What follows belongs to an exercise in optimizing a design on an open flow for small area, a short achievable clock period and few clock cycles; a production flow would make more cautious choices.
Function was checked by simulation only, so behaviour that the tests miss may differ from the original.

== run A ==
// sha224_message_digest
module sha224_message_digest (
    input  logic         clk,
    input  logic         rst_n,
    input  logic         msg_valid,
    output logic         msg_ready,
    input  logic [31:0]  msg_data_word,
    input  logic [2:0]   msg_byte_count,
    input  logic         msg_last_word,
    output logic         digest_valid,
    input  logic         digest_ready,
    output logic [31:0]  digest_digest_word,
    output logic [2:0]   digest_word_index,
    output logic         digest_digest_last
);
Size: ~7300 cells after synthesis, ~68000 µm² of cells after synthesis.
Settings: LEC_CHECK=0, ABC_AREA=1, CAP_MARGIN=40, CORE_MARGIN=2, CORE_UTILIZATION=50, CTS_BUF_LIST=sky130_fd_sc_hd__clkbuf_8, SLEW_MARGIN=50; clock period 11.0 ns.
standard.sh (not shown) runs the stock make flow with config.mk's settings and CLKGATE_MAP_FILE= SYNTH_SCRIPT=/design/flow/synth_recipe.tcl, a recipe that flattens the netlist after the stock synthesis.
==> flow/flow/run.sh <==
#!/bin/bash
# Standard layout, with timing repair aimed below the clock period so that the
# achieved period comes out shorter. The SDC and clock period are the standard flow's own.
set -euo pipefail
bash standard.sh SETUP_SLACK_MARGIN=6.5 finish > standard_flow.log 2>&1
Testbench counts of run A, summed over its fixed seeds: cycles 49,728.
## Diff of input files: run B against run A
Settings: a change of CORE_UTILIZATION from 50 to 45.
Findings:
From run A to run B the numbers moved as follows: ratio of final minimum period to clock period fell 0.50 points, post-layout minimum cycle time fell 0.055 ns, detailed-route vias per instance fell about 3.6%.
Between run A and run B, number of global-route vias before repair decreased.
Density: run B sparser than run A
Run B vs. run A: layout-stage area growth over the synthesis result rose by 0.97 points; HPWL after detailed placement rose by 1.5%; worst path setup slack after routing rose by 0.055 ns.
### run B -> run C
Settings: CORE_UTILIZATION changed from 45 to 40.
## What came out
Taking run B as the reference point, the maximum net fanout on the critical path of run C rises by 2. Post-synthesis to final-layout area growth ended up 0.68 points lower on run C than on run B. Number of diodes in run C is 4 higher than in run B. Die footprint, run C and run B: lower on run B. Run C vs run B on final area: run C is the lower one. Every run in the comparison, run C and run B, completed the flow with a clean layout.

---

run a:
Another version of the RTL of sha224_message_digest (not shown whole).
Size in the first run: about 7200 cells after synthesis, roughly 1200 flip-flops, roughly 78 I/O pins, ~67000 um2 of cells after synthesis.
clock: 11.0 ns
lec_check: 0
abc_area: 1
cap_margin: 40
core_margin: 2
core_utilization: 60
cts_buf_list: sky130_fd_sc_hd__clkbuf_8
slew_margin: 50
Scripts as last shown in full above: flow/flow/run.sh
Run a closes out successfully: all stages finished, all timing, DRC and antenna checks passed.
Testbench counts of run a, summed over its fixed seeds: cycles 49,720.
What run b does differently from run a at the input level:
Settings: CORE_UTILIZATION: 60 -> 45.
==> notes.md <==
Setup slack in run b is larger than in run a. Run a → run b: data-path buffer share of cell area in the final layout saw an increase; area of all placed cells without fillers went up 2.3%. Run b and run a ended up with nearly the same layout inverter count without the clock tree. The run with more routed wire is run b, not run a. Per the comparison of run b with run a, count of clock-buffer cells in the layout climbed 1.0%.

---

## job 4574
sha224_message_digest with an RTL version that a note above also has.
Size: about 1200 flip-flops, ~78 I/O pins.
// sha224_message_digest
module sha224_message_digest (
    input  logic         clk,
    input  logic         rst_n,
    input  logic         msg_valid,
    output logic         msg_ready,
    input  logic [31:0]  msg_data_word,
    input  logic [2:0]   msg_byte_count,
    input  logic         msg_last_word,
    output logic         digest_valid,
    input  logic         digest_ready,
    output logic [31:0]  digest_digest_word,
    output logic [2:0]   digest_word_index,
    output logic         digest_digest_last
);
export LEC_CHECK = 0
export ABC_AREA = 1
export CAP_MARGIN = 60
export CORE_MARGIN = 2
export CORE_UTILIZATION = 60
export CTS_BUF_LIST = sky130_fd_sc_hd__clkbuf_8
export SLEW_MARGIN = 70
create_clock -name core_clock -period 11.0 [get_ports {clk}]
Scripts as last shown in full above: flow/flow/run.sh
Testbench counts of job 4574, summed over its fixed seeds: cycles 49,728.
Here is what was changed in the inputs of job 789 compared with job 4574.
Settings: a change of SLEW_MARGIN from 70 to 50; a change of CAP_MARGIN from 60 to 40.
==> notes.md <==
- What job 4574 reported for non-clock buffer count has to be multiplied by 0.839 to get the figure for job 789.
- From job 4574 to job 789 the numbers moved as follows: multi-input gate count saw little to no change; synthesized flop and latch total saw little to no change.
- Cell total after placement shrinks slightly when moving from job 4574 to job 789.
- Comparing job 789 against job 4574, there is no change at all in count of sequential standard cells.
- Job 4574 ended up with u_core.win[511]$_DFFE_PP_ as its destination of the critical timing path; job 789 ended up with u_core.a[16]$_DFFE_PP_.
- Diff job 4574 -> job 789 | wire length | down slightly
[inputs] job 588 vs job 789
Settings: changing CAP_MARGIN from 40 to 20; changing SLEW_MARGIN from 50 to 20.
--- outcome ---
The relative slew slack number comes out higher for job 789 vs job 588. Maximum clock frequency (lower): job 588. Comparing job 588 with job 789, the aggregate routed wire length came out essentially unchanged. Job 588 vs. job 789: met1 wire length now sits lower.

re-timing with driven ports:
The flow's constraints put no driver on any port. The routed layouts listed below were extracted and timed again, unchanged, in two steps.
Step 1 sets driving cells, clkbuf_16 on the clock port and buf_2 on the other inputs (assumed; they add their load-dependent delay and slew).
Step 2 also shifts input and output timing later by t, the mid clock arrival at the registers, as if the neighbouring blocks saw the same clock.
Slacks: ideal ports / drivers / drivers and shift; pairs: ideal ports / drivers.
run | t (ns) | setup WS [ns] | cell pins on the clock port's net
run A of note 1 | 1.000 | 6.436 / 6.433 / 6.436 | 1
run B of note 1 | 0.999 | 6.491 / 6.491 / 6.491 | 1
run C of note 1 | 1.050 | 6.429 / 6.429 / 6.429 | 1
run a of note 2 | 0.981 | 5.844 / 5.844 / 5.766 | 1
run b of note 2 | 1.002 | 6.214 / 6.214 / 5.832 | 1
job 4574 | 1.017 | 6.347 / 6.347 / 6.347 | 1
job 789 | 1.035 | 6.394 / 6.394 / 6.394 | 1
job 588 | 1.014 | 6.348 / 6.348 / 6.348 | 1
After both steps every run listed still meets setup and hold. The setup slack of run b of note 2, which loses most, moves by 0.000 ns with the drivers and by -0.382 ns with both steps.
